This design comes from an exercise in tuning for small area, a short achievable clock period and few clock cycles per item on the open sky130 flow, not from production work.
Function was checked by simulation only, so behaviour that the tests miss may differ from the original.

==> 03-10 <==
// data_stack_unit_with_rotate_core
module data_stack_unit_with_rotate_core (
	input  logic        clk,
	input  logic        arst_n,
	input  logic        s_tvalid,
	output logic        s_tready,
	input  logic [71:0] s_tdata,   
	output logic        m_tvalid,
	input  logic        m_tready,
	output logic [71:0] m_tdata,   
	output logic [1:0]  m_tuser    
);
export LEC_CHECK = 0
export CAP_MARGIN = 20
export CORE_MARGIN = 2
export CORE_UTILIZATION = 40
export SETUP_SLACK_MARGIN = 5
export SLEW_MARGIN = 20
export TNS_END_PERCENT = 5
create_clock -name core_clock -period 10.0 [get_ports {clk}]
standard.sh (not shown) runs the stock make flow with config.mk's settings and CLKGATE_MAP_FILE= SYNTH_SCRIPT=/design/flow/synth_recipe.tcl, a recipe that flattens the netlist after the stock synthesis.
==> flow/flow/run.sh <==
#!/bin/bash
set -o pipefail
bash standard.sh SETUP_SLACK_MARGIN=6.5 TNS_END_PERCENT=5 finish > flow_make.log 2>&1
==> 04-05: changes against 03-10 <==
--- a/flow/design.v
+++ b/flow/design.v
@@ -287,10 +287,15 @@
 	assign aln8  = ph_q[I_ALN] && !q0 && al8;
 	assign aln1  = ph_q[I_ALN] && !q0 && !al8 && al1;
 	assign dstep = ph_q[I_DIT] || (ph_q[I_ALN] && !q0 && !al8 && !al1);
 	assign dend  = (dstep && dfin) || (ph_q[I_ALN] && q0);   
 	assign dnext = dstep && !dfin;
+	logic e_go, e_two, e_fin1, e_fin2;
+	assign e_go   = dstep && !dlast;                     
+	assign e_two  = dstep && !dlast && (cnt_q != 6'd1);  
+	assign e_fin1 = dstep && dlast;
+	assign e_fin2 = dstep && !dlast && (cnt_q == 6'd1);
 	assign absx  = ph_q[I_ABS1] || ph_q[I_ABS2];
 	logic t_v, t_sum, t_diff, t_mc, t_shl8, t_n, t_rd, t_shl1, t_shr1, t_shr2, t_quo, t_hold;
 	assign t_v    = c_push;
 	assign t_sum  = c_add || ph_q[I_MADD];
 	assign t_diff = c_sub || ph_q[I_DNEG] || ph_q[I_NEGD];
@@ -298,24 +303,27 @@
 	assign t_shl8 = (mgo && !mlast) || aln8;
 	assign t_n    = c_out || c_swap || ((c_rol || c_ror) && d2) || (c_rol && dge3) ||
 		(c_mul && mswap) || absx;
 	assign t_rd   = c_ror && dge3;
 	assign t_shl1 = aln1;
-	assign t_shr1 = dnext && !two;
-	assign t_shr2 = dnext && two;
-	assign t_quo  = dend;
+	assign t_shr1 = dge && e_go;
+	assign t_shr2 = !dge && e_two;
+	assign t_quo  = e_fin1 || (!dge && e_fin2) || (ph_q[I_ALN] && q0);
 	assign t_hold = !(t_v || t_sum || t_diff || t_mc || t_shl8 || t_n || t_rd || t_shl1 ||
-		t_shr1 || t_shr2 || t_quo);
+		dstep || (ph_q[I_ALN] && q0));
 	logic n_t, n_rd, n_ms, n_sar8, n_diff, n_sum, n_hold;
 	assign n_t    = c_push || c_dup || c_swap || ((c_rol || c_ror) && d2) || (c_ror && dge3) ||
 		(c_mul && mswap) || (absx && !t_q[63]);
-	assign n_rd   = c_add || c_sub || c_out || (c_rol && dge3) || ph_q[I_MADD] || dend;
+	assign n_rd   = c_add || c_sub || c_out || (c_rol && dge3) || ph_q[I_MADD] ||
+		e_fin1 || (!dge && e_fin2) || (ph_q[I_ALN] && q0);
 	assign n_ms   = mfin;
 	assign n_sar8 = mgo && !mlast;
-	assign n_diff = (absx && t_q[63]) || (dnext && !two);
-	assign n_sum  = dnext && two && hge;
-	assign n_hold = !(n_t || n_rd || n_ms || n_sar8 || n_diff || n_sum);
+	assign n_diff = (absx && t_q[63]) || (dge && e_go);
+	assign n_sum  = !dge && hge && e_two;
+	assign n_hold = !(n_t || n_ms || n_sar8 || absx || c_add || c_sub || c_out ||
+		(c_rol && dge3) || ph_q[I_MADD] || (ph_q[I_ALN] && q0) || dstep) ||
+		(!dge && !hge && e_two);
 	logic [DW-1:0] t_d, n_d, acc_s_d;
 	assign t_d =
 		({DW{t_v}}    & v) |
 		({DW{t_sum}}  & sum) |
 		({DW{t_diff}} & diff) |
==> flow/flow/run.sh (replaced) <==
#!/bin/bash
set -o pipefail
bash standard.sh SETUP_SLACK_MARGIN=6.0 TNS_END_PERCENT=0 finish > flow_make.log 2>&1
- CTS_CLUSTER_DIAMETER: not set -> 100
- CTS_CLUSTER_SIZE: not set -> 20
- PLACE_DENSITY: not set -> 0.5
==> summary.txt <==
|  | 04-05 | 03-10 |
|---|---|---|
| Outcome | no timing/DRC/antenna violations | no timing/DRC/antenna violations |
| Clock-pin slew on the worst setup and hold paths | 90 ps | 70 ps |
| Inverter count of the layout excluding clock inverters | 448 | 444 |
| Antenna diode instance count | 12 | 14 |
| Number of detailed-routing iterations run before antenna repair | 9 | 8 |
| Vias in the first global route | 69.08k | 70.95k |
| Basic-gate share of the synthesized area counting and, or, nand and nor cells | 12.60% | 12.20% |
| First-pass GRT wire length | 534.7 mm | 546.6 mm |
| Register Area | 0.03757 mm² | 0.03757 mm² |
| Finished Core Util | 46.93% | 49.26% |
| Slew at the pin with the worst max-slew slack | 1238 ps | 1258 ps |
| Beginning of the critical path | s_tdata[1] | s_tdata[0] |
Testbench counts of 03-10, summed over its fixed seeds: cycles 19,014, items 12,000.
Testbench counts of 04-05, summed over its fixed seeds: cycles 19,014, items 12,000.

==> violet <==
data_stack_unit_with_rotate_core, a different RTL version from the one above (not shown whole).
Settings: LEC_CHECK=0, CAP_MARGIN=20, CORE_MARGIN=2, CORE_UTILIZATION=40, SETUP_SLACK_MARGIN=5, SLEW_MARGIN=20, TNS_END_PERCENT=5; clock period 10.0 ns.
run.sh (not shown) runs the stock make flow with config.mk's settings and CLKGATE_MAP_FILE= SYNTH_SCRIPT=/design/flow/synth_recipe.tcl, a recipe that flattens the netlist after the stock synthesis.
Stock flow here: none of the scripts above is used.
==> harbor (differences from violet) <==
--- a/flow/design.v
+++ b/flow/design.v
@@ -201,23 +201,43 @@
 	logic [DW-1:0] wdata, rdata;
 	logic [13:0]   dt_inc, db_dec;
 	assign dt_inc = inc14(dt_q);
 	assign db_dec = dec14(db_q);
 	assign raddr  = (rdy_q && cmd == dsur_pkg::CMD_ROR) ? db_q : dt_q;
+	logic          wb_v_q;
+	logic [13:0]   wb_sel_q;
+	logic [DW-1:0] wb_data_q, ram_rdata;
 	dsur_ram #(.DW(DW), .NS(NS)) u_ram (
-		.clk(clk), .we({NS{we}} & waddr), .wdata(wdata), .rsel(raddr), .rdata(rdata)
+		.clk(clk), .we({NS{wb_v_q}} & wb_sel_q), .wdata(wb_data_q), .rsel(raddr),
+		.rdata(ram_rdata)
 	);
+	logic wb_hit;
+	assign wb_hit = wb_v_q && ((rdy_q && cmd == dsur_pkg::CMD_ROR) ? |(wb_sel_q & db_q) :
+		|(wb_sel_q & dt_q));
+	assign rdata = wb_hit ? wb_data_q : ram_rdata;
+	always_ff @(posedge clk) begin
+		wb_sel_q  <= waddr;
+		wb_data_q <= wdata;
+	end
+	always_ff @(posedge clk or negedge arst_n) begin
+		if (!arst_n)
+			wb_v_q <= 1'b0;
+		else
+			wb_v_q <= we;
+	end
 	logic [DW-1:0] xin, sum, diff;
 	logic          zx;
 	logic [DW:0]   diff_w;
-	assign zx     = ph_q[I_ABS1] || ph_q[I_ABS2] || ph_q[I_DNEG] ||
-		ph_q[I_NEGD];
+	logic          zx_q, dv_q;   
+	assign zx     = zx_q;
 	assign xin    = zx ? '0 : n_q;
 	logic          dv;
 	logic [DW:0]   sum_w;
-	assign dv     = ph_q[I_ALN] || ph_q[I_DIT];
-	assign sum_w  = {1'b0, n_q} + {1'b0, dv ? ~{1'b0, t_q[DW-1:1]} : t_q} + {{DW{1'b0}}, dv};
+	assign dv     = dv_q;
+	logic [DW+1:0] sum_x;
+	assign sum_x  = {1'b0, n_q, 1'b1} + {1'b0, dv ? ~{1'b0, t_q[DW-1:1]} : t_q, dv};
+	assign sum_w  = sum_x[DW+1:1];
 	assign sum    = sum_w[DW-1:0];
 	assign diff_w = {1'b0, xin} - {1'b0, t_q};
 	assign diff   = diff_w[DW-1:0];
 	logic [DW-1:0] ms, mc;
 	logic          mul_on, mlast;
@@ -267,10 +287,15 @@
 	assign aln8  = ph_q[I_ALN] && !q0 && al8;
 	assign aln1  = ph_q[I_ALN] && !q0 && !al8 && al1;
 	assign dstep = ph_q[I_DIT] || (ph_q[I_ALN] && !q0 && !al8 && !al1);
 	assign dend  = (dstep && dfin) || (ph_q[I_ALN] && q0);   
 	assign dnext = dstep && !dfin;
+	logic e_go, e_two, e_fin1, e_fin2;
+	assign e_go   = dstep && !dlast;                     
+	assign e_two  = dstep && !dlast && (cnt_q != 6'd1);  
+	assign e_fin1 = dstep && dlast;
+	assign e_fin2 = dstep && !dlast && (cnt_q == 6'd1);
 	assign absx  = ph_q[I_ABS1] || ph_q[I_ABS2];
 	logic t_v, t_sum, t_diff, t_mc, t_shl8, t_n, t_rd, t_shl1, t_shr1, t_shr2, t_quo, t_hold;
 	assign t_v    = c_push;
 	assign t_sum  = c_add || ph_q[I_MADD];
 	assign t_diff = c_sub || ph_q[I_DNEG] || ph_q[I_NEGD];
@@ -278,24 +303,27 @@
 	assign t_shl8 = (mgo && !mlast) || aln8;
 	assign t_n    = c_out || c_swap || ((c_rol || c_ror) && d2) || (c_rol && dge3) ||
 		(c_mul && mswap) || absx;
 	assign t_rd   = c_ror && dge3;
 	assign t_shl1 = aln1;
-	assign t_shr1 = dnext && !two;
-	assign t_shr2 = dnext && two;
-	assign t_quo  = dend;
+	assign t_shr1 = dge && e_go;
+	assign t_shr2 = !dge && e_two;
+	assign t_quo  = e_fin1 || (!dge && e_fin2) || (ph_q[I_ALN] && q0);
 	assign t_hold = !(t_v || t_sum || t_diff || t_mc || t_shl8 || t_n || t_rd || t_shl1 ||
-		t_shr1 || t_shr2 || t_quo);
+		dstep || (ph_q[I_ALN] && q0));
 	logic n_t, n_rd, n_ms, n_sar8, n_diff, n_sum, n_hold;
 	assign n_t    = c_push || c_dup || c_swap || ((c_rol || c_ror) && d2) || (c_ror && dge3) ||
 		(c_mul && mswap) || (absx && !t_q[63]);
-	assign n_rd   = c_add || c_sub || c_out || (c_rol && dge3) || ph_q[I_MADD] || dend;
+	assign n_rd   = c_add || c_sub || c_out || (c_rol && dge3) || ph_q[I_MADD] ||
+		e_fin1 || (!dge && e_fin2) || (ph_q[I_ALN] && q0);
 	assign n_ms   = mfin;
 	assign n_sar8 = mgo && !mlast;
-	assign n_diff = (absx && t_q[63]) || (dnext && !two);
-	assign n_sum  = dnext && two && hge;
-	assign n_hold = !(n_t || n_rd || n_ms || n_sar8 || n_diff || n_sum);
+	assign n_diff = (absx && t_q[63]) || (dge && e_go);
+	assign n_sum  = !dge && hge && e_two;
+	assign n_hold = !(n_t || n_ms || n_sar8 || absx || c_add || c_sub || c_out ||
+		(c_rol && dge3) || ph_q[I_MADD] || (ph_q[I_ALN] && q0) || dstep) ||
+		(!dge && !hge && e_two);
 	logic [DW-1:0] t_d, n_d, acc_s_d;
 	assign t_d =
 		({DW{t_v}}    & v) |
 		({DW{t_sum}}  & sum) |
 		({DW{t_diff}} & diff) |
@@ -387,15 +415,19 @@
 			qneg_q <= n_q[63] ^ t_q[63];
 	end
 	always_ff @(posedge clk or negedge arst_n) begin
 		if (!arst_n) begin
 			ph_q <= P_IDLE;
+			zx_q <= 1'b0;
+			dv_q <= 1'b0;
 			d_q  <= '0;
 			db_q <= 14'd1;
 			dt_q <= 14'h2000;
 		end else begin
 			ph_q <= ph_d;
+			zx_q <= ph_d[I_ABS1] || ph_d[I_ABS2] || ph_d[I_DNEG] || ph_d[I_NEGD];
+			dv_q <= ph_d[I_ALN] || ph_d[I_DIT];
 			d_q  <= d_d;
 			db_q <= db_d;
 			dt_q <= dt_d;
 		end
 	end
==> flow/flow/run.sh (new file) <==
#!/bin/bash
set -o pipefail
bash standard.sh SETUP_SLACK_MARGIN=6.5 TNS_END_PERCENT=0 finish > flow_make.log 2>&1
==> flow/standard.sh (new file) <==
#!/bin/bash
# synth_recipe.tcl (not shown) runs the flow's synth.tcl, then flattens the netlist and writes it again
# the make line also repeats each setting of config.mk as NAME=value (left out here)
make -C /OpenROAD-flow-scripts/flow DESIGN_CONFIG=/design/flow/config.mk WORK_HOME=/design/flow/orfs CLKGATE_MAP_FILE= SYNTH_SCRIPT=/design/flow/synth_recipe.tcl "${@:-finish}"
CTS_CLUSTER_DIAMETER = 100   (was not set)
CTS_CLUSTER_SIZE = 20   (was not set)
PLACE_DENSITY = 0.5   (was not set)
removed: flow/run.sh
==> metrics.md <==
| Metric | Value |
|---|---|
| Slowest cell on crit path | a222oi_1 |
| Outcome | no timing/DRC/antenna violations |
| Clk slew on worst S/H paths | 0.09 ns |
| Met2 wire len | about 170,000 um |
| XOR/XNOR Fraction of Synth Area | 0.0160 |
| Most frequent cells in the layout | edfxtp_1, nand2_1, a21oi_1, nor2_1, a22oi_1 |
Source of the figures above: harbor

==> metrics.md <==
| Metric | Value |
|---|---|
| Outcome | no timing/DRC/antenna violations |
| Post-cts hold buffer count | 0 |
| Met1 Usage GRT | 0.469 |
| Cell area after synthesis | ~0.08 sq mm |
| Sequential share of cell area | 0.379 |
| Clk slew on worst S/H paths | ~0.07 ns |
| Slowest cell on crit path | a31o_2 |
| GR Layer Usage met3 | 0.0855 |
| Multi-input gate area | 0.0427 sq mm |
| XOR/XNOR Fraction of Synth Area | 0.0161 |
| Non-clock buffer count | between 500 and 600 |
| Met2 wire len | ~160,000 um |
Source of the figures above: violet

Testbench counts of violet, summed over its fixed seeds: cycles 19,014, items 12,000.
Testbench counts of harbor, summed over its fixed seeds: cycles 19,014, items 12,000.

[static timing again, ports no longer ideal]
The flow's constraints put no driver on any port. The routed layouts listed below were extracted and timed again, unchanged, in two steps.
Step 1 (the two cells are an assumption about what drives the block):
set clk [get_ports {clk}]
set_driving_cell -lib_cell sky130_fd_sc_hd__clkbuf_16 $clk
set_driving_cell -lib_cell sky130_fd_sc_hd__buf_2 [delete_from_list [all_inputs] $clk]
Step 2 times the ports against the registers' clock, not the clock port: input delays grow and output delays shrink by t, the midpoint of the rising clock arrivals with the driver on.
Three values: ideal, step 1, step 2; two values: the first two.
run	t, ns	setup slack, ns	worst setup path at the end	slew at the worst register clock pin (ns)
03-10	0.913	5.257 / 5.258 / 4.344	input to register	0.07 / 0.07
04-05	0.860	5.113 / 5.102 / 4.242	input to register	0.10 / 0.10
violet	0.919	4.717 / 4.717 / 3.982	input to register	0.08 / 0.08
harbor	0.860	5.113 / 5.102 / 4.242	input to register	0.10 / 0.10
After both steps every run listed still meets setup and hold. For 03-10, which loses most, drivers alone change the setup slack by +0.001 ns; drivers and shift together by -0.913 ns.
